This is an optimization exercise on Yosys and OpenROAD, whose aim is small area, not a production implementation.
Where RTL was checked, it was by simulation tests only, not by an equivalence proof against the original.
For runs 1 to 4, only the layout was checked, not whether the RTL still works.
No activity file was given, so power comes from the tool's default toggle rates.

==> flow/constraint.sdc <==
create_clock -name core_clock -period 10.0 [get_ports {clk}]
set_input_delay 2.0000 -clock core_clock [delete_from_list [all_inputs] [get_ports {clk}]]
set_output_delay 2.0000 -clock core_clock [all_outputs]
set_load 0.01 [all_outputs]
==> flow/run.sh <==
#!/bin/bash
# synth_recipe.tcl (not shown) runs the flow's synth.tcl, then flattens the netlist and writes it again
# the make line also repeats each setting of config.mk as NAME=value (left out here)
make -C /OpenROAD-flow-scripts/flow DESIGN_CONFIG=/design/flow/config.mk WORK_HOME=/design/flow/orfs CLKGATE_MAP_FILE= SYNTH_SCRIPT=/design/flow/synth_recipe.tcl finish
==> flow/config.mk <==
export PLATFORM = sky130hd
export DESIGN_NAME = binary_min_heap_queue_core
export DESIGN_NICKNAME = binary_min_heap_queue_core
export VERILOG_FILES = /design/flow/design.v
export SDC_FILE = /design/flow/constraint.sdc
export NUM_CORES = 4
export LEC_CHECK = 0
export CAP_MARGIN = 20
export CORE_MARGIN = 2
export CORE_UTILIZATION = 40
export CTS_BUF_LIST = sky130_fd_sc_hd__clkbuf_4
export SLEW_MARGIN = 20
==> flow/design.v <==
package bmhq_pkg;
  localparam int CAPACITY_DEF      = 64;
  localparam int PRIORITY_BITS_DEF = 16;
  localparam int TAG_BITS_DEF      = 16;
  typedef enum logic [1:0] {
    ERR_OK     = 2'd0,
    ERR_EMPTY  = 2'd1,
    ERR_FULL   = 2'd2,
    ERR_UNUSED = 2'd3
  } err_t;
  typedef enum logic [3:0] {
    ST_IDLE   = 4'd0,
    ST_INSW   = 4'd1,   
    ST_INSA   = 4'd2,   
    ST_INSB   = 4'd3,   
    ST_LAST   = 4'd4,   
    ST_DEC    = 4'd5,   
    ST_WB     = 4'd6,   
    ST_RELOAD = 4'd7,   
    ST_SHOW   = 4'd8,   
    ST_SHOWE  = 4'd9    
  } state_t;
endpackage
module binary_min_heap_queue_core #(
  parameter int CAPACITY      = bmhq_pkg::CAPACITY_DEF,
  parameter int PRIORITY_BITS = bmhq_pkg::PRIORITY_BITS_DEF,
  parameter int TAG_BITS      = bmhq_pkg::TAG_BITS_DEF,
  localparam int CW = $clog2(CAPACITY + 1)
) (
  input  logic                            clk,
  input  logic                            rst_n,
  input  logic                            start,
  output logic                            busy,
  input  logic                            in_kind,
  input  logic signed [PRIORITY_BITS-1:0] in_priority_req,
  input  logic        [TAG_BITS-1:0]      in_payload_tag,
  output logic                            out_valid,
  output logic signed [PRIORITY_BITS-1:0] out_top_priority,
  output logic        [TAG_BITS-1:0]      out_top_tag,
  output logic        [CW-1:0]            out_entry_count,
  output logic                            out_is_empty,
  output logic        [1:0]               out_error_code
);
  localparam int EW = PRIORITY_BITS + TAG_BITS;
  localparam int AW = $clog2(CAPACITY);
  localparam int QW = AW - 1;
  logic [EW*CAPACITY-1:0] ring;
  logic [EW-1:0]          h0, h1, hx, t0, t1;
  logic [EW-1:0]          c_r;
  logic                   sel, wr, c_ld;
  logic                   full, empty;
  assign h0 = ring[EW-1:0];
  assign h1 = ring[2*EW-1:EW];
  assign hx = sel ? h1 : h0;
  assign t0 = (wr && !sel) ? c_r : h0;
  assign t1 = (wr && sel) ? c_r : (empty ? '0 : h1);
  always_ff @(posedge clk) begin
    ring <= {t1, t0, ring[EW*CAPACITY-1:2*EW]};
  end
  bmhq_pkg::state_t state_r, state_nxt;
  bmhq_pkg::err_t   err_r, err_nxt;
  logic [QW-1:0]    q_r;
  logic [CW-1:0]    count_r, count_nxt;
  logic [AW-1:0]    cur_r, cur_nxt;
  logic             sw_r, sw_nxt, pr_r, pr_nxt;
  logic             accept;
  logic [QW:0] q1;
  assign q1 = {1'b0, q_r} + (QW+1)'(1);
  always_ff @(posedge clk) begin
    if (!rst_n) begin
      state_r <= bmhq_pkg::ST_IDLE;
      err_r   <= bmhq_pkg::ERR_OK;
      q_r     <= '0;
      count_r <= '0;
    end else begin
      state_r <= state_nxt;
      err_r   <= err_nxt;
      q_r     <= q1[QW-1:0];
      count_r <= count_nxt;
    end
  end
  always_ff @(posedge clk) begin
    cur_r <= cur_nxt;
    sw_r  <= sw_nxt;
    pr_r  <= pr_nxt;
    if (accept) begin
      c_r <= {in_priority_req, in_payload_tag};
    end else if (c_ld) begin
      c_r <= hx;
    end
  end
  logic signed [PRIORITY_BITS-1:0] p0, p1, px, cp;
  assign p0 = h0[EW-1 -: PRIORITY_BITS];
  assign p1 = h1[EW-1 -: PRIORITY_BITS];
  assign px = hx[EW-1 -: PRIORITY_BITS];
  assign cp = c_r[EW-1 -: PRIORITY_BITS];
  logic c_lt_x, x_lt_c, p1_lt_p0;
  assign c_lt_x   = cp < px;
  assign x_lt_c   = px < cp;
  assign p1_lt_p0 = p1 < p0;
  logic path_hit, path_bit, path_final;
  always_comb begin
    path_hit = 1'b0;
    path_bit = 1'b0;
    for (int s = 1; s < CW; s++) begin
      if ((count_r >> s) == CW'(q1)) begin
        path_hit = 1'b1;
        path_bit = count_r[s-1];
      end
    end
  end
  assign path_final = ((count_r >> 1) == CW'(q1));
  logic [AW-1:0] cur_m1, last_m1;
  assign cur_m1  = cur_r - AW'(1);
  assign last_m1 = AW'(count_r) - AW'(1);
  logic at_cur, at_last, at_kids;
  assign at_cur  = (q_r == cur_m1[AW-1:1]);
  assign at_last = (q_r == last_m1[AW-1:1]);
  assign at_kids = (q_r == cur_r[QW-1:0]);
  logic [CW-1:0] left7;
  logic          has_l, has_r;
  assign left7 = {cur_r, 1'b1};
  assign has_l = left7 < count_r;
  assign has_r = (left7 + CW'(1)) < count_r;
  assign full  = count_r[CW-1];
  assign empty = (count_r == '0);
  always_comb begin
    state_nxt = state_r;
    err_nxt   = err_r;
    count_nxt = count_r;
    cur_nxt   = cur_r;
    sw_nxt    = sw_r;
    pr_nxt    = pr_r;
    accept    = 1'b0;
    sel       = 1'b0;
    wr        = 1'b0;
    c_ld      = 1'b0;
    out_valid = 1'b0;
    case (state_r)
      bmhq_pkg::ST_IDLE: begin
        if (start) begin
          accept  = 1'b1;
          err_nxt = bmhq_pkg::ERR_OK;
          cur_nxt = '0;
          if (!in_kind) begin
            if (full) begin
              err_nxt   = bmhq_pkg::ERR_FULL;
              state_nxt = bmhq_pkg::ST_SHOW;
            end else begin
              count_nxt = count_r + CW'(1);
              state_nxt = bmhq_pkg::ST_INSW;
            end
          end else begin
            if (empty) begin
              err_nxt   = bmhq_pkg::ERR_EMPTY;
              state_nxt = bmhq_pkg::ST_SHOWE;
            end else begin
              count_nxt = count_r - CW'(1);
              if (count_r == CW'(1)) state_nxt = bmhq_pkg::ST_SHOWE;
              else                   state_nxt = bmhq_pkg::ST_LAST;
            end
          end
        end
      end
      bmhq_pkg::ST_INSW: begin
        sel = 1'b1;
        if (q_r == '1) begin
          out_valid = 1'b1;
          wr        = (count_r == CW'(1)) || c_lt_x;
          c_ld      = wr;
          if (count_r == CW'(1)) state_nxt = bmhq_pkg::ST_IDLE;
          else if (wr)           state_nxt = bmhq_pkg::ST_INSB;
          else                   state_nxt = bmhq_pkg::ST_INSA;
        end
      end
      bmhq_pkg::ST_INSA, bmhq_pkg::ST_INSB: begin
        sel = path_bit;
        if (path_hit) begin
          wr   = (state_r == bmhq_pkg::ST_INSB) || path_final || c_lt_x;
          c_ld = wr;
          if (path_final) state_nxt = bmhq_pkg::ST_IDLE;
          else if (wr)    state_nxt = bmhq_pkg::ST_INSB;
        end
      end
      bmhq_pkg::ST_LAST: begin
        sel = !count_r[0];
        if (at_last) begin
          c_ld      = 1'b1;
          state_nxt = bmhq_pkg::ST_DEC;
        end
      end
      bmhq_pkg::ST_DEC: begin
        sel = has_r && p1_lt_p0;
        if (!has_l || (at_kids && !x_lt_c)) begin
          sw_nxt = 1'b0;
          if (cur_r == '0) state_nxt = bmhq_pkg::ST_WB;
          else             state_nxt = bmhq_pkg::ST_IDLE;
        end else if (at_kids) begin
          wr        = 1'b1;
          c_ld      = 1'b1;
          sw_nxt    = 1'b1;
          pr_nxt    = sel;
          state_nxt = bmhq_pkg::ST_WB;
        end
      end
      bmhq_pkg::ST_WB: begin
        sel = !cur_r[0];
        if (at_cur) begin
          wr        = 1'b1;
          out_valid = (cur_r == '0);
          if (sw_r) begin
            cur_nxt   = AW'(left7) + AW'(pr_r);
            state_nxt = bmhq_pkg::ST_RELOAD;
          end else begin
            state_nxt = bmhq_pkg::ST_IDLE;
          end
        end
      end
      bmhq_pkg::ST_RELOAD: begin
        sel = !cur_r[0];
        if (at_cur) begin
          c_ld      = 1'b1;
          state_nxt = bmhq_pkg::ST_DEC;
        end
      end
      bmhq_pkg::ST_SHOW: begin
        sel = 1'b1;
        if (q_r == '1) begin
          out_valid = 1'b1;
          state_nxt = bmhq_pkg::ST_IDLE;
        end
      end
      bmhq_pkg::ST_SHOWE: begin
        sel       = 1'b1;
        out_valid = 1'b1;
        state_nxt = bmhq_pkg::ST_IDLE;
      end
      default: state_nxt = bmhq_pkg::ST_IDLE;
    endcase
  end
  assign busy             = (state_r != bmhq_pkg::ST_IDLE);
  assign out_is_empty     = empty;
  assign out_top_priority = t1[EW-1 -: PRIORITY_BITS];
  assign out_top_tag      = t1[TAG_BITS-1:0];
  assign out_entry_count  = count_r;
  assign out_error_code   = err_r;
endmodule
==> summary.md, run 1 <==
| Metric | Value |
|---|---|
| Post-synthesis area per instance | 16.7 um^2 |
| DP Wirelength | 44,900 um |
| GRT Util Overall | 0.123 |
| First-pass GRT wire length | 113,000 um |
| Internal cell power | ~13 mW |
| Top cell type's share of synthesized area | 0.873 |
| Final Instance Area | between 50,000 and 60,000 um^2 |
| Clock power share | 0.361 |
| Area growth syn-to-layout | 18.2% |
| Clock Latency Late Sink | 1240 ps |
| Hold Crit Class | register to register |
| Status | no timing/DRC/antenna violations |
| Cells after Synth | between 2k and 3k |
| Logic pwr share | 0.089 |
| TritonCTS clock tree | done |
| Clock tree buffer depth | 4 |
| Layout cells sized above 1 | 0.219 |
| Final setup fails | 0 |
| Main combinational cell family by area after synthesis | compound AO/OA/AOI/OAI gates |
| Max-Cap Viols | 0 |
| Netlist cell types | 77 |
| Yosys top cell by area | dfxtp_1 |
| Num rows | 126 |
| DR vias | ~21k |
| DR top layer | met4 |
| Synth async-reset ratio | 0 |
| Clk slew on worst S/H paths | about 70 ps |
| Switching part of the total power | 0.241 |
| Top cells by area, synth | dfxtp_1 87%, edfxtp_1 2.5%, ha_1 1.3% |
| Footprint of the multi-input gates | 4360 um^2 |
| Post-synth EDFFs | 40 |
| Layout fillers | 10.1k |
| WHS Path Cells | 0 |
| Vias per Instance | 4.01 |
| Reg power frac | 0.550 |
| Worst Path Required | 8000 ps |
| Compound-Gate Fraction of Synth Area | 0.0287 |
| Post-route ant nets | 0 |
| Met2 wire length | 28,700 um |
| NumNets Final | about 3.4k |
| Hold path endpoint | ring[1689] |
| CP startpoint | ring[20] |
| Initial core utilization | 0.402 |
| Setup WS pre-CTS | between 700 and 800 ps |
| Final period util | 0.958 |
| Worst r2r src | q_r[1] |
| Kind of start point of the critical path | register |
| Switch Pwr | between 4 and 5 mW |
| Hold-fix buffers, CTS | 0 |
| Minimum clock period | ~9600 ps |
| Worst Path Max Fanout | 21 |
| Core area | 118,000 um^2 |
| Flop2flop setup slack | roughly 3200 ps |
| Hold WS | 235 ps |
| Syn Nets | 2,926 |
| Crit path arrival time | 7580 ps |
| Post-Route WL | 74,100 um |
| Gr ovfl total | 0 |
| Gpl congestion | 0.816 |
| Slew headroom | 0.314 |
| Slew Viols, Final | 0 |
| Storage element area | 42,600 um^2 |
| Setup WS post-layout | 417 ps |
| Die area | 121,000 um^2 |
| Router iterations before antenna repair | 6 |
| Vias in the first global route | approximately 21k |
| Largest net degree at the start of global routing | 37 |
| Die width | 348 um |
| Leakage power | 23.4 nW |
| Buffers on Ports | 79 |
| Synthesized cell area | between 40,000 and 50,000 um^2 |
| Clock skew | about 130 ps |
| Post-synthesis register bit count | 2,106 |
| Die Ht | 348 um |
| Measured slew at the worst slew-check pin | 1030 ps |
| Placed Area | 49,900 um^2 |
| DR DRC count | 0 |
| Sequential share of the synthesized area | 0.898 |
| Worst vdd ir | 156 uV |
| H-tree lvl count | 5 |
| Post-synthesis adder-cell area fraction | 0.0135 |
| Routed wire length on met3 | 4120 um |
| Worst-case reg-to-reg path depth | 23 |
| Worst Setup Path Type | register to output pin |
| Clock Sinks | between 2k and 2.5k |
| Pwr dens | 310 nW/um^2 |
| Mux cell area share after synthesis | 0.0152 |
| CP Capture Type | output pin |
| Critical R2R Capture | ring[2006] |
| Synth Area in XOR/XNOR | 0.00993 |
| Number of warnings issued by yosys | 1 |
| Top FF cell, synth | dfxtp_1 |
| Num CTS Buffers | 470 |
| Hold_sp | ring[1753] |
| Max Fclk | 0.104 GHz |
| Initial antenna violation count | 5 |
| IO Pins | 80 |
| Starting DRT DRC Count | 838 |
| Metal-1 WL | between 30,000 and 40,000 um |
| Avg WL per Cell | 14.1 um |
| Simple-gate portion of the synthesized area | 0.0234 |
| Cell chosen for the clock root | clkbuf_4 |
| Final hold vios | 0 |
-- power by group through the flow --
stage          Combinational, mW  Clock, mW  Sequential [mW]
6_report                    1.55       6.28             9.56
5_1_grt                     1.69       6.99             9.64
4_1_cts                     1.52       6.55             9.58
3_5_place_dp                1.50          0             9.76
3_3_place_gp                1.52          0             9.73
2_1_floorplan              0.964          0             9.59
-- synthesized netlist by cell type (all sizes together) (12+ instances only) --
master and n:
a31oi 15, clkbuf 32, xor2 18, o21ai 67, nand3 15, dfxtp 2066
ha 51, nor3 14, o211ai 25, edfxtp 40, nand2 112, xnor2 34
buf 21, mux2 18, nor2 44, a211oi 12, inv 70, mux2i 50
a21oi 29
-- worst max path at each step --
stage	to	slack (ps)	depth (start not counted)
6_report	out_top_tag[7]	420	23
5_1_grt	out_top_priority[8]	-60	23
4_1_cts	out_top_priority[12]	60	23
3_5_place_dp	out_top_priority[12]	770	22
3_3_place_gp	out_top_priority[12]	930	22
2_1_floorplan	out_top_priority[0]	3040	23
-- worst max-delay path: stages (launching register included) --
cell and delay (ps):
dfxtp_1 340, inv_1 80, ha_1 310, a21oi_1 140
o21ai_0 90, a21oi_1 260, a2111oi_2 120, or4b_1 600
a2111o_2 670, nand2_8 240, buf_4 320, o21ai_1 130
ha_1 310, o21ai_0 90, a211oi_1 330, o32ai_1 190
a211oi_2 370, nor3_1 110, o211ai_2 260, o22ai_4 120
buf_4 190, clkbuf_16 210, mux2i_1 250, clkdlybuf4s50_1 580
-- stage by stage --
step | setup TNS [ps] | cells | util | power, mW
global route | -424 | 5242 | 0.476 | 18.3
CTS | 0 | 5226 | 0.475 | 17.6
finish | 0 | 5244 | 0.476 | 17.4
floorplan | 0 | 2839 | - | 10.6
global placement | 0 | 4414 | 0.424 | 11.2
detailed placement | 0 | 4414 | 0.424 | 11.3
-- repair_timing --
action,4_1_cts,5_1_grt
gates cloned,0,1
setup endpoints to repair,32,32
buffers inserted,1,6
resized for setup,7,6
pin swaps,1,4
-- sequential cells by signal, indices dropped and copies added, names as in the netlist, 2 cells and up --
signal   flops
ring      2048
count_r      7
q_r          5
c_r         32
err_r        2
cur_r        6
state_r      4
-- layer usage --
| layer | vias to the layer above | global-route usage |
|---|---|---|
| li1 | 10534 | - |
| met1 | 9855 | 0.180 |
| met2 | 493 | 0.157 |
| met3 | 132 | 0.0441 |
| met4 | 0 | 0.0614 |
| met5 | - | 0 |
-- layout make-up --
type	count	area share
clock buffers	739	0.0990
diodes	11	0.000491
multi-input cells	610	0.0778
repair buffers	100	0.0175
inverters	70	0.00469
clock inverters	72	0.00665
well taps	1536	0.0343
flip-flops and latches	2106	0.760
-- cell usage in the layout, fill, tap and decap left out, types with 5 or more instances in the layout --
master / n
clkinv_2: 7
a211oi_1: 10
nor2b_1: 7
clkbuf_4: 739
diode_2: 11
nand4_1: 7
a31oi_1: 15
and3_1: 5
mux2_1: 13
nand3_1: 13
nor3_1: 14
nor2_1: 44
clkdlybuf4s50_1: 79
o21ai_1: 15
o21ai_0: 52
dfxtp_1: 2066
a21oi_1: 28
clkinv_1: 54
ha_1: 50
xor2_1: 18
xnor2_1: 32
o211ai_1: 23
a21o_1: 5
edfxtp_1: 40
and2_1: 7
nand2_1: 111
buf_4: 19
mux2i_1: 47
o21a_1: 6
nor4_1: 5
inv_1: 70
-- kinds of logic after synthesis --
kind of cell,count (synthesis)
flops,2106
simple gates,238
compound gates,201
buf+inv,123
mux,68
xor+xnor,52
fa+ha+maj,51
==> run 2: changes to the inputs <==
--- a/flow/config.mk
+++ b/flow/config.mk
@@ -9,4 +9,5 @@
 export CORE_MARGIN = 2
-export CORE_UTILIZATION = 40
-export CTS_BUF_LIST = sky130_fd_sc_hd__clkbuf_4
+export CORE_UTILIZATION = 60
+export CTS_BUF_LIST = sky130_fd_sc_hd__clkbuf_8
+export CTS_CLUSTER_SIZE = 30
 export SLEW_MARGIN = 20
==> summary.md, run 2 <==
| Metric | Value |
|---|---|
| Setup TNS | 0 ps (unchanged) |
| Starting DRT DRC Count | 1,137 (+36%) |
| Router iterations before antenna repair | 5 (-1) |
| Flop2flop setup slack | 3320 ps (+90 ps) |
| Synth top cells by count | 2,066 x dfxtp_1, 112 x nand2_1, 70 x inv_1, 52 x o21ai_0, 51 x ha_1 |
| Kind of start point of the critical path | register |
| Max-Cap Viols | 0 (unchanged) |
| Worst Path Required | 8000 ps (about the same) |
| Post-CTS Repair Setup Buffers | 0 (-1) |
| Commonest non-fill, non-tap cell in the layout | dfxtp_1 |
| Die width | 285 um (-18%) |
| Final hold vios | 0 (unchanged) |
| Largest net degree at the start of global routing | 37 (unchanged) |
| Final setup fails | 0 (unchanged) |
| WHS Path Cells | 0 (unchanged) |
| Core area | 78,600 um^2 (-33%) |
| Syn Nets | 2,926 (unchanged) |
| RSZ-0062 raised after global routing | no |
| Max Fclk | 0.106 GHz (+1.4%) |
| Post-synth EDFFs | 40 (unchanged) |
| TritonCTS clock tree | done |
| Avg WL per Cell | 16.1 um (+14%) |
| Worst Setup Path Type | register to output pin |
| Slew Viols, Final | 0 (unchanged) |
| Post-route ant nets | 0 (unchanged) |
| Clk slew on worst S/H paths | 70 ps (about the same) |
| Worst Path Max Fanout | 19 (-9.5%) |
| IO Pins | 80 (unchanged) |
| Max FFs per register | 2,048 (unchanged) |
| Buffers on Ports | 79 (unchanged) |
| Post-CTS sizing | 0 (-7) |
| Clock skew | 113 ps (-22.2 ps) |
| Initial antenna violation count | 3 (-2) |
| GRT Util Overall | 0.181 (+0.0582) |
| CP Capture Type | output pin |
| Top cells by area, synth | dfxtp_1 87%, edfxtp_1 2.5%, ha_1 1.3% |
| Num CTS Buffers | 308 (-34%) |
| Top flop regs | ring (2048), c_r (32), count_r (7) |
| Synth async-reset ratio | 0 (unchanged) |
| Post-synthesis register bit count | 2,106 (unchanged) |
| Most frequent cells in the layout | 2,066 x dfxtp_1, 373 x clkbuf_8, 162 x inv_1, 112 x nand2_1, 79 x clkdlybuf4s50_1 |
| Layout cells sized above 1 | 0.136 (-0.0831) |
| Vias in the first global route | 21.2k (-0.98%) |
| Post-Route WL | 71,400 um (-3.6%) |
| Layout fillers | 5,053 (-50%) |
| Area growth syn-to-layout | 16.8% |
| Clock Sinks | 2,106 (unchanged) |
| DP Wirelength | 42,200 um (-6.0%) |
| Top FF cell, synth | dfxtp_1 |
| Die Ht | 285 um (-18%) |
| Cells after Synth | 2,839 (unchanged) |
| Leakage power | 23.2 nW (-0.83%) |
| First-pass GRT wire length | 114,000 um (+0.65%) |
| Gpl congestion | 0.834 (+2.2%) |
| Placed Area | 49,300 um^2 (-1.2%) |
| Worst vdd ir | 191 uV (+23%) |
| Clock Latency Late Sink | 910 ps (-330 ps) |
| Num rows | 103 (-18%) |
| Synthesized cell area | 47,400 um^2 (unchanged) |
| Post-synthesis area per instance | 16.7 um^2 (unchanged) |
| Clock tree buffer depth | 4 (unchanged) |
| Worst r2r src | q_r[1] |
| Worst-case reg-to-reg path depth | 22 (-4.3%) |
| Cell chosen for the clock root | clkbuf_8 |
| Core Util, Final | 0.704 (+0.228) |
| H-tree lvl count | 5 (unchanged) |
| Minimum clock period | 9450 ps (-137 ps) |
| Yosys top cell by area | dfxtp_1 |
| Number of warnings issued by yosys | 1 (unchanged) |
| Largest Register | ring |
| NumNets Final | 3,276 (-4.9%) |
| Sequential share of the synthesized area | 0.898 (unchanged) |
| Critical R2R Capture | ring[1997] |
| Hold-fix buffers, CTS | 0 (unchanged) |
| Pwr dens | 316 nW/um^2 (+2.0%) |
| Netlist cell types | 77 (unchanged) |
| Vias per Instance | 4.53 (+13%) |
| Top cell type's share of synthesized area | 0.873 (unchanged) |
| CP startpoint | q_r[1] |
| Critical Path End | out_top_priority[9] |
| Most frequent cell after synthesis | dfxtp_1 |
| Slew headroom | 0.328 (+0.0142) |
| Hold WS | 267 ps (+32.4 ps) |
| Gr ovfl total | 0 (unchanged) |
| Final Instance Area | 55,400 um^2 (-1.2%) |
| Initial core utilization | 0.603 (+0.200) |
| Status | no timing/DRC/antenna violations |
| Final period util | 0.945 (-0.0137) |
| DR vias | 20.1k (-4.1%) |
| Measured slew at the worst slew-check pin | 1010 ps (-20.2 ps) |
| DR DRC count | 0 (unchanged) |
| Hold Crit Class | register to register |
| Crit path arrival time | 7450 ps (-130 ps) |
| Die area | 81,200 um^2 (-33%) |
run 2: cell counts after synthesis:
Identical to the previous run, type by type.
run 2: logic make-up after synthesis:
logic type                 after synthesis  share of synthesized area
and+or+nand+nor                        238                     0.0234
muxes                                   68                     0.0152
buffers and inverters                  123                     0.0112
AOI/OAI and AO/OA                      201                     0.0287
adders and majority gates               51                     0.0135
DFF                                   2106                      0.898
xor gates and xnor gates                52                    0.00993
run 2: per-layer routing:
metal / vias up / track usage / part of all wire
met2: 433 / 0.254 / 0.42
li1: 9899 / - / -
met3: 153 / 0.0423 / 0.040
met1: 9657 / 0.269 / 0.52
met4: 2 / 0.0838 / 0.025
met5: - / 0 / 0.00018
run 2: worst max-delay path, cell delays in order, from the launching register on:
cell and delay, ps:
dfxtp_1 490, ha_1 310, and3_1 200, ha_1 310, xnor2_1 170, nand3_1 150, nor4_4 330, nor2_1 70
a221o_1 340, a21o_2 380, buf_4 280, o21ai_1 180, o21ai_0 130, ha_1 330, nand4_1 170, a211oi_1 390
o32ai_2 170, a211oi_2 420, nor3_1 110, o211ai_2 330, o22ai_4 190, buf_8 230, mux2i_1 270, clkdlybuf4s50_1 590
run 2: worst min path at each step:
stage	start	endpoint	slack, ps
5_1_grt	ring[1473]	ring[1409]	260
2_1_floorplan	ring[64]	ring[0]	310
3_3_place_gp	ring[442]	ring[378]	310
3_5_place_dp	ring[1254]	ring[1190]	310
6_report	ring[1473]	ring[1409]	270
4_1_cts	ring[80]	ring[16]	260
run 2: layout make-up:
type	instances	area, um^2	area share
Antenna cell	5	12.5	0.000226
Clock buffer	373	5130	0.0927
Clock inverter	138	840	0.0152
Inverter	70	263	0.00475
Multi-Input combinational cell	610	4330	0.0782
Sequential cell	2106	42600	0.769
Tap cell	1050	1310	0.0237
Timing Repair Buffer	93	903	0.0163
run 2: metrics by stage:
step / power [mW] / std cells / setup WS (ps)
finish: 17.5 / 4445 / 554
global route: 18.3 / 4442 / 5.83
CTS: 17.7 / 4440 / 22.3
detailed placement: 11.2 / 3929 / 1020
global placement: 11.2 / 3929 / 1160
floorplan: 10.6 / 2839 / 3040
run 2: power breakdown:
part	internal [mW]	total, mW	switching [mW]
clock	3.57	6.45	2.88
sequential	9.28	9.58	0.292
combinational	0.506	1.49	0.987
==> run 3: changes to the inputs <==
--- a/flow/design.v
+++ b/flow/design.v
@@ -96,6 +96,18 @@
   assign cp = c_r[EW-1 -: PRIORITY_BITS];
-  logic c_lt_x, x_lt_c, p1_lt_p0;
-  assign c_lt_x   = cp < px;
-  assign x_lt_c   = px < cp;
-  assign p1_lt_p0 = p1 < p0;
+  function automatic logic lt16(input logic [PRIORITY_BITS-1:0] a, input logic [PRIORITY_BITS-1:0] b,
+                                input logic le);
+    logic c, ai, bi;
+    c = le;
+    for (int i = 0; i < PRIORITY_BITS; i++) begin
+      ai = (i == PRIORITY_BITS-1) ? !a[i] : a[i];
+      bi = (i == PRIORITY_BITS-1) ? !b[i] : b[i];
+      c  = (!ai && bi) || (!ai && c) || (bi && c);
+    end
+    lt16 = c;
+  endfunction
+  logic x_vs_c, c_lt_x, x_lt_c, p1_lt_p0, ins_cmp;
+  assign x_vs_c   = lt16(px, cp, ins_cmp);
+  assign c_lt_x   = !x_vs_c;
+  assign x_lt_c   = x_vs_c;
+  assign p1_lt_p0 = lt16(p1, p0, 1'b0);
   logic path_hit, path_bit, path_final;
@@ -124,2 +136,4 @@
   assign has_r = (left7 + CW'(1)) < count_r;
+  assign ins_cmp = (state_r == bmhq_pkg::ST_INSW) || (state_r == bmhq_pkg::ST_INSA) ||
+                   (state_r == bmhq_pkg::ST_INSB);
   assign full  = count_r[CW-1];
==> flow/flow/run.sh (new file) <==
#!/bin/bash
# Standard layout, with clock tree synthesis told not to add dummy loads.
set -euo pipefail
bash standard.sh "CTS_ARGS=-sink_clustering_enable -repair_clock_nets -dont_use_dummy_load" finish > flow.log 2>&1
==> flow/standard.sh (new file) <==
#!/bin/bash
# synth_recipe.tcl (not shown) runs the flow's synth.tcl, then flattens the netlist and writes it again
# the make line also repeats each setting of config.mk as NAME=value (left out here)
make -C /OpenROAD-flow-scripts/flow DESIGN_CONFIG=/design/flow/config.mk WORK_HOME=/design/flow/orfs CLKGATE_MAP_FILE= SYNTH_SCRIPT=/design/flow/synth_recipe.tcl "${@:-finish}"
--- a/flow/config.mk
+++ b/flow/config.mk
@@ -9,5 +9,3 @@
 export CORE_MARGIN = 2
-export CORE_UTILIZATION = 60
-export CTS_BUF_LIST = sky130_fd_sc_hd__clkbuf_8
-export CTS_CLUSTER_SIZE = 30
+export CORE_UTILIZATION = 40
 export SLEW_MARGIN = 20
removed: flow/run.sh
==> summary.md, run 3 <==
| Metric | Value |
|---|---|
| Synth async-reset ratio | 0 (unchanged) |
| Cells after Synth | 2,820 (-0.67%) |
| Post-route ant nets | 0 (unchanged) |
| Max-Cap Viols | 0 (unchanged) |
| Worst path depth | 19 (-17%) |
| Vias in the first global route | 18.7k (-12%) |
| Compound-Gate Fraction of Synth Area | 0.0272 (-0.00158) |
| Post-Route WL | 68,900 um (-3.5%) |
| Internal cell power | 13.1 mW (-1.9%) |
| Synth Area in XOR/XNOR | 0.00961 (-0.000322) |
| Area growth syn-to-layout | 15.3% |
| Sequential share of the synthesized area | 0.900 (+0.00200) |
| Initial core utilization | 0.402 (-0.201) |
| Top cell type's share of synthesized area | 0.875 (+0.00194) |
| First-pass GRT wire length | 107,000 um (-6.2%) |
| Buffers on Ports | 79 (unchanged) |
| Pwr dens | 313 nW/um^2 (-1.1%) |
| TritonCTS clock tree | done |
| Kind of start point of the critical path | register |
| Top flop regs | ring (2048), c_r (32), count_r (7) |
| Logic pwr share | 0.096 (+0.011) |
| Cell chosen for the clock root | clkbuf_16 |
| H-tree lvl count | 4 (-1) |
| Worst-case reg-to-reg path depth | 15 (-32%) |
| Measured slew at the worst slew-check pin | 1050 ps (+45.2 ps) |
| Worst vdd ir | 193 uV (+1.1%) |
| Post-synthesis area per instance | 16.8 um^2 (+0.45%) |
| Cell with the largest stage delay on the worst path | or3_4 |
| Setup WS pre-CTS | 885 ps (-138 ps) |
| Status | no timing/DRC/antenna violations |
| Mux cell area share after synthesis | 0.0216 (+0.00649) |
| Top cells by area, synth | dfxtp_1 87%, edfxtp_1 2.5%, mux2i_1 1.5% |
| Vias per Instance | 4.08 (-9.9%) |
| Switch Pwr | 3.97 mW (-4.6%) |
| Die area | 121,000 um^2 (+49%) |
| Main combinational cell family by area after synthesis | compound AO/OA/AOI/OAI gates |
| Final period util | 0.905 (-0.0395) |
| GRT Util Overall | 0.116 (-0.0655) |
| Gr ovfl total | 0 (unchanged) |
| Post-synthesis adder-cell area fraction | 0.00662 (-0.00685) |
| Reg power frac | 0.561 (+0.014) |
| Worst Path Required | 8000 ps (about the same) |
| Post-synthesis register bit count | 2,106 (unchanged) |
| NumNets Final | 3,110 (-5.1%) |
| Clk slew on worst S/H paths | 60 ps (about the same) |
| Number of buffers and inverters on the critical path | 4 (+1) |
| Setup TNS | 0 ps (unchanged) |
| Final hold vios | 0 (unchanged) |
| Num CTS Buffers | 186 (-40%) |
| Max Fclk | 0.110 GHz (+4.4%) |
| Synthesized cell area | 47,300 um^2 (-0.22%) |
| Gpl congestion | 0.808 (-3.2%) |
| Netlist cell types | 76 (-1.3%) |
| Worst Path Max Fanout | 44 (+25) |
| Syn Nets | 2,877 (-1.7%) |
| Yosys top cell by area | dfxtp_1 |
| Hold Crit Class | register to register |
| Largest net degree at the start of global routing | 46 (+24%) |
| Clock Latency Late Sink | 760 ps (-150 ps) |
| Clock tree buffer depth | 3 (-1) |
| CP Capture Type | output pin |
| Die Ht | 348 um (+22%) |
| Clock power share | 0.343 (-0.025) |
| IO Pins | 80 (unchanged) |
| DP Wirelength | 41,200 um (-2.4%) |
| Simple-gate portion of the synthesized area | 0.0241 (+0.000687) |
| Router iterations before antenna repair | 7 (+2) |
| WHS Path Cells | 0 (unchanged) |
| DR vias | 18.7k (-7.0%) |
| DR DRC count | 0 (unchanged) |
| Final setup fails | 0 (unchanged) |
| Die width | 348 um (+22%) |
| Most frequent cells in the layout | 2,066 x dfxtp_1, 186 x clkbuf_16, 90 x nand2_1, 79 x clkdlybuf4s50_1, 69 x mux2i_1 |
| Layout cells sized above 1 | 0.0800 (-0.0563) |
| RSZ-0062 raised after global routing | no |
| Avg WL per Cell | 15.0 um (-6.5%) |
| Clock Sinks | 2,106 (unchanged) |
| Most frequent cell after synthesis | dfxtp_1 |
| Worst path most repeated cell | buf_4 |
| Minimum clock period | 9050 ps (-395 ps) |
| Max FFs per register | 2,048 (unchanged) |
| Hold-fix buffers, CTS | 0 (unchanged) |
| Crit path arrival time | 7050 ps (-400 ps) |
| Num rows | 126 (+22%) |
| Critical path cell sequence | buf_4, ha_1, xor2_2, xnor2_1, a2111oi_0, a21boi_1, a221o_1, o211a_2, or3_4, mux2_4, a222oi_1, o211ai_1, a2bb2oi_4, a22oi_2, o21ai_4, buf_4, buf_4, mux2i_1, clkdlybuf4s50_1 |
| Synth top cells by count | 2,066 x dfxtp_1, 91 x nand2_1, 69 x mux2i_1, 66 x inv_1, 61 x nor2_1 |
| Critical path's largest stage delay | 590 ps (about the same) |
| Post-Layout Cell Count | 4,589 (+3.2%) |
| Worst Setup Path Type | register to output pin |
| Slew headroom | 0.298 (-0.0302) |
| Clock skew | 80.6 ps (-32.0 ps) |
| Post-synth EDFFs | 40 (unchanged) |
| Leakage power | 21.9 nW (-5.5%) |
| Slew Viols, Final | 0 (unchanged) |
| Commonest non-fill, non-tap cell in the layout | dfxtp_1 |
| Cells after DPL | 4,399 (+12%) |
| Crit-path leading delay family | compound AO/OA/AOI/OAI gates |
| Starting DRT DRC Count | 789 (-31%) |
| Switching part of the total power | 0.232 (-0.00502) |
| Setup WS post-layout | 949 ps (+395 ps) |
| Largest Register | ring |
| Top FF cell, synth | dfxtp_1 |
| Initial antenna violation count | 4 (+1) |
| Number of warnings issued by yosys | 1 (unchanged) |
| Core area | 118,000 um^2 (+50%) |
-- run 3: repair_timing --
item	CTS	global route
resized for setup	0	2
buffers inserted	0	2
setup endpoints to repair	0	25
hold endpoints to repair	0	0
-- run 3: logic make-up after synthesis --
group / count (synthesis)
AOI/OAI and AO/OA: 184
xor gates and xnor gates: 51
adders and majority gates: 26
buffers and inverters: 115
DFF: 2106
muxes: 92
and+or+nand+nor: 246
-- run 3: routing by layer --
metal	vias up	track usage	wire length, um
met5	-	0	23
met4	4	0.0517	2280
met3	182	0.0343	3900
met2	334	0.156	26500
met1	8814	0.170	36100
li1	9399	-	-
-- run 3: final timing paths --
check | end | from | slack (ps)
worst min-delay path | ring[727] | ring[791] | 250
worst min register to register | ring[727] | ring[791] | 250
worst max-delay path | out_top_tag[5] | q_r[0] | 950
worst max register to register | c_r[7] | q_r[0] | 3940
-- run 3: final cells by class --
class | count | area, um^2
fill | 10055 | 63100
sequential | 2106 | 42600
clock buffer | 186 | 4650
multi-input combinational | 599 | 4240
tap | 1536 | 1920
timing repair buffer | 92 | 888
inverter | 68 | 255
antenna | 2 | 5.00
-- run 3: power by group through the flow --
| stage | Combinational, mW | Clock [mW] | Sequential, mW |
|---|---|---|---|
| after CTS | 1.66 | 6.07 | 9.58 |
| after detailed placement | 1.65 | 0 | 9.75 |
| after floorplan | 1.12 | 0 | 9.59 |
| after global placement | 1.66 | 0 | 9.74 |
| after global routing | 1.80 | 6.40 | 9.65 |
| final | 1.64 | 5.85 | 9.57 |
-- run 3: worst reg2reg max path: stages (launching register included) --
cell and delay [ps]:
dfxtp_1 300, buf_4 290, ha_1 270, xor2_2 500, xnor2_1 120, a2111oi_0 450, a21boi_1 330, a221o_1 160
o211a_2 310, or3_4 590, mux2_4 380, a222oi_1 380, o211ai_1 230, a2bb2oi_4 290, and3_1 240, a2111o_2 830
-- run 3: metrics by stage --
step	power [mW]	cell area, um^2	utilization	hold WS [ps]
after floorplan	10.7	47300	-	310
final	17.1	54500	0.464	248
after CTS	17.3	54500	0.463	252
after detailed placement	11.4	49800	0.424	312
after global placement	11.4	49800	0.424	310
after global routing	17.9	54500	0.464	242
==> run 4: changes to the inputs <==
==> flow/flow/run.sh (replaced) <==
#!/bin/bash
# Standard layout with two changes: clock tree synthesis clusters up to 30 flip-flops per leaf
# buffer (within 60 um) and adds no dummy loads, and ports are buffered with buf_1.
set -euo pipefail
bash standard.sh \
  "CTS_ARGS=-sink_clustering_enable -repair_clock_nets -dont_use_dummy_load -sink_clustering_size 30 -sink_clustering_max_diameter 60" \
  "BUFFER_PORTS_ARGS=-buffer_cell sky130_fd_sc_hd__buf_1" \
  finish > flow.log 2>&1
==> summary.md, run 4 <==
| Metric | Value |
|---|---|
| Number of warnings issued by yosys | 1 (unchanged) |
| Initial antenna violation count | 8 (+4) |
| Core area | 118,000 um^2 (unchanged) |
| Num CTS Buffers | 106 (-43%) |
| Critical R2R Capture | ring[2014] |
| Clock skew | 119 ps (+38.0 ps) |
| Kind of start point of the critical path | register |
| Synth top cells by count | 2,066 x dfxtp_1, 91 x nand2_1, 69 x mux2i_1, 66 x inv_1, 61 x nor2_1 |
| Worst-case reg-to-reg path depth | 18 (+3) |
| Minimum clock period | 9240 ps (+188 ps) |
| Buffers on Ports | 79 (unchanged) |
| Worst r2r src | q_r[0] |
| Vias in the first global route | 17.9k (-4.1%) |
| Syn Nets | 2,877 (unchanged) |
| Hold Crit Class | register to register |
| Post-route ant nets | 0 (unchanged) |
| Post-CTS Repair Setup Buffers | 0 (unchanged) |
| Final Instance Area | 52,000 um^2 (-4.7%) |
| Hold_sp | ring[319] |
| Largest net degree at the start of global routing | 57 (+24%) |
| Yosys top cell by area | dfxtp_1 |
| Top cells by area, synth | dfxtp_1 87%, edfxtp_1 2.5%, mux2i_1 1.5% |
| Die area | 121,000 um^2 (unchanged) |
| Post-synthesis register bit count | 2,106 (unchanged) |
| DR DRC count | 0 (unchanged) |
| Pwr dens | 295 nW/um^2 (-5.6%) |
| Synthesized cell area | 47,300 um^2 (unchanged) |
| Max-Cap Viols | 0 (unchanged) |
| Gr ovfl total | 0 (unchanged) |
| Cell chosen for the clock root | clkbuf_16 |
| DP Wirelength | 40,800 um (-1.1%) |
| H-tree lvl count | 3 (-1) |
| Post-synth EDFFs | 40 (unchanged) |
| Flop2flop setup slack | 3040 ps (-900 ps) |
| Clock Sinks | 2,106 (unchanged) |
| Sequential share of the synthesized area | 0.900 (unchanged) |
| GRT Util Overall | 0.111 (-0.00459) |
| Final hold vios | 0 (unchanged) |
| CP Capture Type | output pin |
| Hold-fix buffers, CTS | 0 (unchanged) |
| Post-synthesis area per instance | 16.8 um^2 (unchanged) |
| RSZ-0062 raised after global routing | no |
| Cells after Synth | 2,820 (unchanged) |
| Slew headroom | 0.263 (-0.0349) |
| Post-Route WL | 67,100 um (-2.7%) |
| Worst Path Required | 8000 ps (about the same) |
| Worst vdd ir | 189 uV (-2.1%) |
| Measured slew at the worst slew-check pin | 1110 ps (+52.4 ps) |
| Setup TNS | 0 ps (unchanged) |
| Clock tree buffer depth | 3 (unchanged) |
| Router iterations before antenna repair | 7 (unchanged) |
| Slew Viols, Final | 0 (unchanged) |
| DR vias | 18.3k (-2.2%) |
| First-pass GRT wire length | 104,000 um (-3.2%) |
| Crit path arrival time | 7240 ps (+190 ps) |
| Final setup fails | 0 (unchanged) |
| Gpl congestion | 0.781 (-3.3%) |
| Top FF cell, synth | dfxtp_1 |
| Max Fclk | 0.108 GHz (-2.0%) |
| Most frequent cells in the layout | 2,066 x dfxtp_1, 106 x clkbuf_16, 90 x nand2_1, 79 x buf_1, 69 x mux2i_1 |
| Layout fillers | 10.3k (+2.4%) |
| Top cell type's share of synthesized area | 0.875 (unchanged) |
| IO Pins | 80 (unchanged) |
| Global-route met2 utilization | 0.151 (-0.00485) |
| Placed Area | 49,300 um^2 (-1.0%) |
| Avg WL per Cell | 14.9 um (-0.78%) |
| Hold path endpoint | ring[255] |
| Grt met3 use | 0.0309 (-0.00337) |
| Initial core utilization | 0.402 (unchanged) |
| Num rows | 126 (unchanged) |
| Status | no timing/DRC/antenna violations |
| Synth async-reset ratio | 0 (unchanged) |
| Most frequent cell after synthesis | dfxtp_1 |
| Top flop regs | ring (2048), c_r (32), count_r (7) |
| NumNets Final | 3,024 (-2.8%) |
| M1 GR Usage | 0.166 (-0.00436) |
| Vias per Instance | 4.07 (-0.31%) |
| Die Ht | 348 um (unchanged) |
| Final period util | 0.924 (+0.0188) |
| TritonCTS clock tree | done |
| Starting DRT DRC Count | 1,105 (+40%) |
| Max FFs per register | 2,048 (unchanged) |
| Clock Latency Late Sink | 710 ps (-50 ps) |
| Post-CTS sizing | 0 (unchanged) |
| Layout cells sized above 1 | 0.0530 (-0.0270) |
| Gr busiest metal | met1 |
| Area growth syn-to-layout | 9.93% |
| Largest Register | ring |
| Commonest non-fill, non-tap cell in the layout | dfxtp_1 |
| Footprint of the multi-input gates | 4220 um^2 (-0.32%) |
| Die width | 348 um (unchanged) |
| Leakage power | 20.7 nW (-5.5%) |
| Clk slew on worst S/H paths | 100 ps (+40 ps) |
| Netlist cell types | 76 (unchanged) |
| WHS Path Cells | 0 (unchanged) |
| Worst Path Max Fanout | 56 (+27%) |
| Storage element area | 42,600 um^2 (unchanged) |
| Worst Setup Path Type | register to output pin |
run 4: cell counts after synthesis:
No cell type changed its count.
run 4: worst max path at each step:
stage               start                   end  slack (ps)  cells after the start
5_1_grt        count_r[5]  out_top_priority[14]         210                     16
2_1_floorplan    cur_r[2]   out_top_priority[0]        3400                     19
4_1_cts            q_r[0]   out_top_priority[0]         600                     19
3_5_place_dp   count_r[5]   out_top_priority[0]        1320                     16
3_3_place_gp       q_r[0]   out_top_priority[0]        1320                     19
6_report           q_r[0]   out_top_priority[9]         760                     19
run 4: logic make-up after synthesis:
logic type	after synthesis	share of synthesized area
AND/OR/NAND/NOR	246	0.0241
AO/OA/AOI/OAI	184	0.0272
multiplexers	92	0.0216
adder cells (fa/ha/maj)	26	0.00662
flip-flops	2106	0.900
buffers and inverters	115	0.0108
XOR/XNOR	51	0.00961
run 4: where the power goes:
group	leakage, nW	internal [mW]	switching, mW
Sequential	17.1	9.25	0.304
Clock	1.31	1.88	2.34
Combinational	2.36	0.536	1.05
run 4: area by class of cell:
type,count,share of cell area
flip-flops and latches,2106,0.819
multi-input cells,599,0.0813
clock buffers,106,0.0510
well taps,1536,0.0370
repair buffers,86,0.00696
inverters,68,0.00491
diodes,1,0.0000481
run 4: metal layers:
layer | share of wire | wire [um]
met5 | 0.00070 | 47
met3 | 0.058 | 3910
met4 | 0.030 | 2020
met1 | 0.53 | 35400
met2 | 0.38 | 25700
run 4: critical path, stage by stage (launching register included):
cell and delay, ps:
dfxtp_1 290, buf_4 220, ha_1 270, and3_1 190, ha_1 400, xnor2_1 150
nand3_1 90, a2111oi_1 860, a221o_1 270, o211a_2 300, or3_4 800, mux2i_1 290
a22o_1 330, o31ai_2 310, a2bb2oi_4 140, a31o_4 290, o21ai_4 510, buf_12 360
mux2i_1 290, buf_1 170
run 4: stage by stage:
stage | power (mW) | cells | hold slack (ps) | setup slack [ps] | util
2_1_floorplan | 10.7 | 2820 | 310 | 3400 | -
3_3_place_gp | 11.3 | 4395 | 310 | 1320 | 0.419
3_5_place_dp | 11.3 | 4395 | 312 | 1320 | 0.419
4_1_cts | 15.6 | 4501 | 244 | 604 | 0.442
6_report | 15.4 | 4502 | 247 | 761 | 0.442
5_1_grt | 16.1 | 4501 | 242 | 205 | 0.442
==> run 5: changes to the inputs <==
--- a/flow/design.v
+++ b/flow/design.v
@@ -83,2 +83,3 @@
     cur_r <= cur_nxt;
+    lvl_r <= lvl_nxt;
     sw_r  <= sw_nxt;
@@ -112,14 +113,14 @@
   assign p1_lt_p0 = lt16(p1, p0, 1'b0);
-  logic path_hit, path_bit, path_final;
+  logic [2:0]    lvl_r, lvl_nxt, depth;
+  logic          path_bit, path_final;
+  logic [CW-1:0] count_inc;
+  assign count_inc = count_r + CW'(1);
   always_comb begin
-    path_hit = 1'b0;
-    path_bit = 1'b0;
-    for (int s = 1; s < CW; s++) begin
-      if ((count_r >> s) == CW'(q1)) begin
-        path_hit = 1'b1;
-        path_bit = count_r[s-1];
-      end
-    end
-  end
-  assign path_final = ((count_r >> 1) == CW'(q1));
+    depth = '0;
+    for (int i = 1; i < CW; i++) begin
+      if (count_inc[i]) depth = 3'(i);
+    end
+  end
+  assign path_bit   = count_r[lvl_r - 3'd1];
+  assign path_final = (lvl_r == 3'd1);
   logic [AW-1:0] cur_m1, last_m1;
@@ -147,2 +148,3 @@
     pr_nxt    = pr_r;
+    lvl_nxt   = lvl_r;
     accept    = 1'b0;
@@ -163,3 +165,4 @@
             end else begin
-              count_nxt = count_r + CW'(1);
+              count_nxt = count_inc;
+              lvl_nxt   = depth;
               state_nxt = bmhq_pkg::ST_INSW;
@@ -182,7 +185,7 @@
           out_valid = 1'b1;
-          wr        = (count_r == CW'(1)) || c_lt_x;
+          wr        = (lvl_r == '0) || c_lt_x;
           c_ld      = wr;
-          if (count_r == CW'(1)) state_nxt = bmhq_pkg::ST_IDLE;
-          else if (wr)           state_nxt = bmhq_pkg::ST_INSB;
-          else                   state_nxt = bmhq_pkg::ST_INSA;
+          if (lvl_r == '0) state_nxt = bmhq_pkg::ST_IDLE;
+          else if (wr)     state_nxt = bmhq_pkg::ST_INSB;
+          else             state_nxt = bmhq_pkg::ST_INSA;
         end
@@ -191,5 +194,7 @@
         sel = path_bit;
-        if (path_hit) begin
-          wr   = (state_r == bmhq_pkg::ST_INSB) || path_final || c_lt_x;
-          c_ld = wr;
+        if (at_kids) begin
+          wr      = (state_r == bmhq_pkg::ST_INSB) || path_final || c_lt_x;
+          c_ld    = wr;
+          cur_nxt = AW'(left7) + AW'(path_bit);
+          lvl_nxt = lvl_r - 3'd1;
           if (path_final) state_nxt = bmhq_pkg::ST_IDLE;
--- a/flow/config.mk
+++ b/flow/config.mk
@@ -7,5 +7,6 @@
 export LEC_CHECK = 0
-export CAP_MARGIN = 20
+export ABC_AREA = 1
+export CAP_MARGIN = 0
 export CORE_MARGIN = 2
 export CORE_UTILIZATION = 40
-export SLEW_MARGIN = 20
+export SLEW_MARGIN = 0
==> summary.md, run 5 <==
| Metric | Value |
|---|---|
| Clock Latency Late Sink | 700 ps (about the same) |
| Hold path endpoint | ring[221] |
| WHS Path Cells | 0 (unchanged) |
| Measured slew at the worst slew-check pin | 1190 ps (+89.1 ps) |
| Top flop regs | ring (2048), c_r (32), count_r (7) |
| Final setup fails | 0 (unchanged) |
| Worst Path Max Fanout | 54 (-3.6%) |
| Sequential share of the synthesized area | 0.908 (+0.00813) |
| Synth async-reset ratio | 0 (unchanged) |
| Status | no timing/DRC/antenna violations |
| Top cells by area, synth | dfxtp_1 88%, edfxtp_1 2.7%, nand2_1 2.3% |
| Buffers on Ports | 79 (unchanged) |
| Critical path's largest stage delay | 610 ps (-250 ps) |
| Final Instance Area | 51,600 um^2 (-0.65%) |
| Slew headroom | 0.195 (-0.0678) |
| Cells after Synth | 2,996 (+6.2%) |
| Setup TNS | 0 ps (unchanged) |
| Avg WL per Cell | 13.8 um (-7.2%) |
| Layout fillers | 10.4k (+0.68%) |
| Hold_sp | ring[285] |
| H-tree lvl count | 3 (unchanged) |
| Vias per Instance | 4.03 (-1.1%) |
| Worst path most repeated cell | nand2_1 |
| CP Capture Type | output pin |
| Core area | 116,000 um^2 (-1.1%) |
| NumNets Final | 3,208 (+6.1%) |
| Num CTS Buffers | 104 (-1.9%) |
| Syn Nets | 3,057 (+6.3%) |
| Placed Area | 49,000 um^2 (-0.59%) |
| Critical R2R Capture | ring[2027] |
| Post-CTS sizing | 0 (unchanged) |
| Kind of start point of the critical path | register |
| Crit-path leading delay family | simple AND/OR/NAND/NOR gates |
| Worst Path Required | 8000 ps (about the same) |
| Cells after DPL | 4,565 (+3.9%) |
| Clk slew on worst S/H paths | 100 ps (about the same) |
| Die Ht | 347 um (-0.34%) |
| Max-Cap Viols | 0 (unchanged) |
| Hold-fix buffers, CTS | 0 (unchanged) |
| Final period util | 0.878 (-0.0456) |
| RSZ-0062 raised after global routing | no |
| Flop2flop setup slack | 3920 ps (+880 ps) |
| Number of warnings issued by yosys | 1 (unchanged) |
| Initial antenna violation count | 5 (-3) |
| Post-synthesis area per instance | 15.7 um^2 (-6.5%) |
| DP Wirelength | 39,300 um (-3.6%) |
| Slew Viols, Final | 0 (unchanged) |
| Worst-case reg-to-reg path depth | 38 (+20) |
| Die area | 120,000 um^2 (-0.68%) |
| Pwr dens | 340 nW/um^2 (+15%) |
| Most frequent cell after synthesis | dfxtp_1 |
| Max Fclk | 0.114 GHz (+5.2%) |
| Leakage power | 21.2 nW (+2.4%) |
| Post-route ant nets | 0 (unchanged) |
| Cell with the largest stage delay on the worst path | nand4_4 |
| Gr ovfl total | 0 (unchanged) |
| Minimum clock period | 8780 ps (-456 ps) |
| Crit path arrival time | 6780 ps (-460 ps) |
| Router iterations before antenna repair | 5 (-2) |
| Commonest non-fill, non-tap cell in the layout | dfxtp_1 |
| Num rows | 125 (-0.79%) |
| Cell chosen for the clock root | clkbuf_16 |
| Worst r2r src | cur_r[0] |
| Initial core utilization | 0.404 (+0.00152) |
| Clock skew | 122 ps (+3.73 ps) |
| Post-synth EDFFs | 43 (+7.5%) |
| Worst Setup Path Type | register to output pin |
| Clock tree buffer depth | 3 (unchanged) |
| DR DRC count | 0 (unchanged) |
| Top FF cell, synth | dfxtp_1 |
| TritonCTS clock tree | done |
| Largest net degree at the start of global routing | 55 (-3.5%) |
| Most frequent cells in the layout | 2,066 x dfxtp_1, 286 x nand2_1, 115 x inv_1, 107 x nor2_1, 104 x clkbuf_16 |
| First-pass GRT wire length | 101,000 um (-2.5%) |
| Post-Route WL | 64,600 um (-3.7%) |
| GRT Util Overall | 0.108 (-0.00343) |
| Synthesized cell area | 47,000 um^2 (-0.69%) |
| Layout cells sized above 1 | 0.0455 (-0.00748) |
| Yosys top cell by area | dfxtp_1 |
| Die width | 347 um (-0.34%) |
| Worst vdd ir | 210 uV (+11%) |
| Gpl congestion | 0.801 (+2.6%) |
| Netlist cell types | 45 (-41%) |
| Starting DRT DRC Count | 934 (-15%) |
| Top cell type's share of synthesized area | 0.881 (+0.00604) |
| DR vias | 18.8k (+2.7%) |
| Hold Crit Class | register to register |
| Largest Register | ring |
| Number of buffers and inverters on the critical path | 4 (+1) |
| Area growth syn-to-layout | 9.98% (about the same) |
| Max FFs per register | 2,048 (unchanged) |
| Final hold vios | 0 (unchanged) |
| Post-CTS Repair Setup Buffers | 0 (unchanged) |
| Clock Sinks | 2,109 (+0.14%) |
| Synth top cells by count | 2,066 x dfxtp_1, 286 x nand2_1, 115 x inv_1, 109 x nor2_1, 87 x nand3_1 |
| Vias in the first global route | 18.2k (+1.7%) |
| IO Pins | 80 (unchanged) |
| Post-synthesis register bit count | 2,109 (+0.14%) |
| Post-Layout Cell Count | 4,673 (+3.8%) |
[run 5: worst max path at each step]
stage | from | endpoint | cells after the start
floorplan | cur_r[0] | out_top_priority[10] | 40
global placement | cur_r[0] | out_top_priority[11] | 40
detailed placement | cur_r[0] | out_top_priority[8] | 39
CTS | cur_r[0] | out_top_priority[8] | 39
global route | cur_r[0] | out_top_priority[2] | 39
finish | cur_r[0] | out_top_priority[2] | 39
[run 5: cell type report]
cell class                      count  area [um^2]  area share
Inverter                          126          473     0.00916
Sequential cell                  2109        42700       0.826
Timing Repair Buffer               88          364     0.00705
Clock buffer                      104         2600      0.0504
Multi-Input combinational cell    718         3630      0.0704
Tap cell                         1524         1910      0.0369
Antenna cell                        4         10.0    0.000194
[run 5: cell families (layout without fill, tap and decap cells)]
kind of cell | Yosys count | after routing | share of synthesized area
compound gates | 148 | 148 | 0.0187
flops | 2109 | 2109 | 0.908
buf+inv | 169 | 318 | 0.0149
fa+ha+maj | 25 | 25 | 0.00666
other cells | 0 | 4 | 0
xor+xnor | 27 | 27 | 0.00504
simple gates | 518 | 518 | 0.0464
[run 5: where the power goes]
part	internal [mW]	switching (mW)	total, mW
Clock	1.85	2.31	4.15
Combinational	0.566	1.42	1.99
Sequential	10.8	0.665	11.4
[run 5: worst reg2reg max path, delay by kind of cell (launching register included)]
family | cells | cell delay [ps]
buf+inv | 3 | 760
compound gates | 6 | 910
flops | 1 | 490
simple gates | 27 | 3240
fa+ha+maj | 2 | 660
[run 5: metal layers]
| layer | vias to the layer above | track usage | wire, um |
|---|---|---|---|
| met3 | 130 | 0.0275 | 3500 |
| met1 | 8811 | 0.157 | 33500 |
| met5 | - | 0 | 42 |
| li1 | 9559 | - | - |
| met4 | 6 | 0.0453 | 2020 |
| met2 | 308 | 0.151 | 25500 |
[run 5: through the flow]
step	hold WS (ps)	utilization	power [mW]	setup slack, ps
2_1_floorplan	310	-	12.7	3940
3_3_place_gp	310	0.421	13.6	1950
3_5_place_dp	312	0.421	13.7	1840
4_1_cts	226	0.444	17.8	1120
5_1_grt	236	0.444	18.5	485
6_report	228	0.444	17.6	1220
==> run 6: changes to the inputs <==
--- a/flow/config.mk
+++ b/flow/config.mk
@@ -7,6 +7,5 @@
 export LEC_CHECK = 0
-export ABC_AREA = 1
-export CAP_MARGIN = 0
+export CAP_MARGIN = 20
 export CORE_MARGIN = 2
 export CORE_UTILIZATION = 40
-export SLEW_MARGIN = 0
+export SLEW_MARGIN = 20
==> summary.md, run 6 <==
| Metric | Value |
|---|---|
| RSZ-0062 raised after global routing | no |
| Max-Cap Viols | 0 (unchanged) |
| DP Wirelength | 42,900 um (+9.1%) |
| Area growth syn-to-layout | 9.89% (about the same) |
| Synth top cells by count | 2,066 x dfxtp_1, 142 x nand2_1, 85 x nor2_1, 45 x a21oi_1, 45 x inv_1 |
| Yosys top cell by area | dfxtp_1 |
| Slew Viols, Final | 0 (unchanged) |
| Clock tree buffer depth | 3 (unchanged) |
| Core area | 116,000 um^2 (unchanged) |
| Hold Crit Class | register to register |
| Worst vdd ir | 177 uV (-16%) |
| Cells after DPL | 4,408 (-3.4%) |
| Synth async-reset ratio | 0 (unchanged) |
| Netlist cell types | 69 (+53%) |
| Buffers on Ports | 79 (unchanged) |
| TritonCTS clock tree | done |
| Post-Route WL | 68,200 um (+5.7%) |
| Leakage power | 20.2 nW (-4.7%) |
| Final hold vios | 0 (unchanged) |
| Layout cells sized above 1 | 0.0466 (+0.00110) |
| Clock skew | 121 ps (-1.38 ps) |
| Max Fclk | 0.107 GHz (-6.3%) |
| Die width | 347 um (about the same) |
| Avg WL per Cell | 15.1 um (+9.5%) |
| First-pass GRT wire length | 106,000 um (+5.1%) |
| Die Ht | 347 um (about the same) |
| Number of warnings issued by yosys | 1 (unchanged) |
| Pwr dens | 303 nW/um^2 (-11%) |
| Top FF cell, synth | dfxtp_1 |
| Largest Register | ring |
| Post-synth EDFFs | 43 (unchanged) |
| IO Pins | 80 (unchanged) |
| Worst Path Required | 8000 ps (about the same) |
| Most frequent cell after synthesis | dfxtp_1 |
| Clk slew on worst S/H paths | 80 ps (-20 ps) |
| Post-synthesis area per instance | 16.5 um^2 (+5.6%) |
| Hold-fix buffers, CTS | 0 (unchanged) |
| Commonest non-fill, non-tap cell in the layout | dfxtp_1 |
| Most frequent cells in the layout | 2,066 x dfxtp_1, 141 x nand2_1, 101 x clkbuf_16, 85 x nor2_1, 79 x buf_1 |
| Crit path arrival time | 7380 ps (+600 ps) |
| Slew headroom | 0.345 (+0.150) |
| Initial core utilization | 0.404 (+0.000462) |
| Worst Path Max Fanout | 21 (-61%) |
| Setup WS pre-CTS | 1070 ps (-768 ps) |
| Minimum clock period | 9380 ps (+592 ps) |
| Router iterations before antenna repair | 5 (unchanged) |
| CP Capture Type | output pin |
| Largest net degree at the start of global routing | 55 (unchanged) |
| DR DRC count | 0 (unchanged) |
| Final setup fails | 0 (unchanged) |
| Top cell type's share of synthesized area | 0.880 (-0.00101) |
| Gr ovfl total | 0 (unchanged) |
| Initial antenna violation count | 14 (+9) |
| Clock Latency Late Sink | 710 ps (about the same) |
| Cell chosen for the clock root | clkbuf_16 |
| Setup WS post-layout | 625 ps (-592 ps) |
| Kind of start point of the critical path | register |
| H-tree lvl count | 3 (unchanged) |
| Vias per Instance | 4.13 (+2.6%) |
| Top flop regs | ring (2048), c_r (32), count_r (7) |
| Status | no timing/DRC/antenna violations |
| Sequential share of the synthesized area | 0.907 (-0.00104) |
| Post-Layout Cell Count | 4,511 (-3.5%) |
| Num CTS Buffers | 101 (-2.9%) |
| Worst Setup Path Type | register to output pin |
| Setup TNS | 0 ps (unchanged) |
| GRT Util Overall | 0.114 (+0.00607) |
| Final period util | 0.938 (+0.0592) |
| Top cells by area, synth | dfxtp_1 88%, edfxtp_1 2.7%, nand2_1 1.1% |
| NumNets Final | 3,048 (-5.0%) |
| Gpl congestion | 0.801 (about the same) |
| Starting DRT DRC Count | 1,030 (+10%) |
| Die area | 120,000 um^2 (+0.12%) |
| Max FFs per register | 2,048 (unchanged) |
| Clock Sinks | 2,109 (unchanged) |
| Post-route ant nets | 0 (unchanged) |
| Num rows | 125 (unchanged) |
| Core Util, Final | 0.444 (about the same) |
| Measured slew at the worst slew-check pin | 982 ps (-212 ps) |
| DR vias | 18.6k (-0.98%) |
| Synthesized cell area | 47,000 um^2 (+0.11%) |
| Syn Nets | 2,902 (-5.1%) |
| Post-synthesis register bit count | 2,109 (unchanged) |
| Cells after Synth | 2,841 (-5.2%) |
| Vias in the first global route | 18.2k (+0.055%) |
-- run 6: changes by cell type in the layout (fill, tap and decap cells not counted), moves of 12 or more --
cell      before  now
mux2_1         0   22
nor2_1       107   85
xnor2_1        8   21
a31oi_1        6   22
nand2_1      286  141
o21ai_0       66   35
o21ai_1       14    0
o22ai_1       13   33
nand2b_1       0   13
o32ai_1        0   12
inv_1        115   45
nand3_1       86   24
a21oi_1       23   45
-- run 6: path summary, 6_finish.rpt --
check | start | to | slack, ps | cells past startpoint
setup / recovery | cur_r[0] | out_top_priority[5] | 620 | 19
hold reg to reg | ring[1880] | ring[1816] | 280 | 0
hold / removal | ring[1880] | ring[1816] | 280 | 0
setup reg to reg | cur_r[0] | ring[2037] | 3330 | 18
-- run 6: area by class of cell --
type                       count  area (um^2)
fill                       10295        64700
sequential                  2109        42700
multi-input combinational    636         3990
clock buffer                 101         2530
tap                         1524         1910
timing repair buffer          94          409
inverter                      45          169
antenna                        2         5.00
-- run 6: report_power, final --
part,internal (mW),switching [mW],total [mW]
Combinational,0.551,1.23,1.78
Clock,1.80,2.31,4.10
Sequential,9.40,0.375,9.77
-- run 6: cells by family (layout without fill, tap and decap cells) --
kind of cell,Yosys count,after routing,share of synthesized area
DFF,2109,2109,0.907
and+or+nand+nor,313,313,0.0289
AOI/OAI and AO/OA,213,213,0.0304
buffers and inverters,96,240,0.00857
muxes,41,41,0.00977
adders and majority gates,35,35,0.00881
xor gates and xnor gates,34,34,0.00633
other,0,2,0
-- run 6: worst max-delay path, cell delays in order, from the launching register on --
cell,delay [ps]
edfxtp_1,520
inv_1,170
ha_1,360
ha_1,280
o21ai_0,120
a211o_1,360
and3b_1,250
a221oi_4,520
and2_4,460
buf_4,380
mux2i_1,190
maj3_1,370
maj3_2,320
o211ai_1,120
o2111ai_2,260
mux2_2,420
a21oi_4,600
buf_4,350
mux2i_1,460
buf_1,200
-- run 6: layer usage --
layer | up-vias | GRT usage | wire, um | share of wire
met5 | - | 0 | 57 | 0.00084
met4 | 8 | 0.0344 | 1820 | 0.027
met3 | 131 | 0.0305 | 4530 | 0.066
met2 | 394 | 0.157 | 26300 | 0.38
met1 | 8778 | 0.173 | 35600 | 0.52
li1 | 9318 | - | - | -
-- run 6: what timing repair did --
action | in CTS | in global routing
setup buffers | 0 | 0
gates resized for setup | 0 | 1
endpoints found under the setup margin | 0 | 1
endpoints found under the hold margin | 0 | 0
-- run 6: metrics by stage --
stage	hold WS (ps)	instance area (um^2)	power [mW]
floorplan	310	47000	10.9
global placement	310	49100	11.8
detailed placement	312	49100	11.7
CTS	267	51600	15.8
global route	282	51700	16.4
finish	276	51700	15.7

port drivers added, routing unchanged:
No port has a modelled driver above. Below, the same layouts with a new extraction and two added sets of constraints.
Step 1, drivers: a clkbuf_16 drives clk and a buf_2 each remaining input, both assumed.
Step 2 adds t to the input delays and takes it off the output delays; t is the mean of the earliest and latest rising clock arrival at the registers after step 1. Input paths then give back, and output paths get back, about the clock's delay inside the block.
a / b / c = ideal ports / drivers / drivers and shift; a / b = the first two.
| run | t, ns | setup slack, ns | worst setup path after step 2 | slew at the worst register clock pin (ns) |
|---|---|---|---|---|
| run 1 | 1.240 | 0.417 / 0.352 / 1.592 | register to output | 0.08 / 0.08 |
| run 2 | 0.918 | 0.554 / 0.493 / 1.411 | register to output | 0.07 / 0.07 |
| run 3 | 0.783 | 0.949 / 0.888 / 1.671 | register to output | 0.07 / 0.07 |
| run 4 | 0.712 | 0.761 / 0.697 / 1.409 | register to output | 0.10 / 0.10 |
| run 5 | 0.719 | 1.217 / 1.150 / 1.869 | register to output | 0.10 / 0.10 |
| run 6 | 0.718 | 0.625 / 0.562 / 1.279 | register to output | 0.11 / 0.11 |
After both steps setup and hold are still met in every run listed.
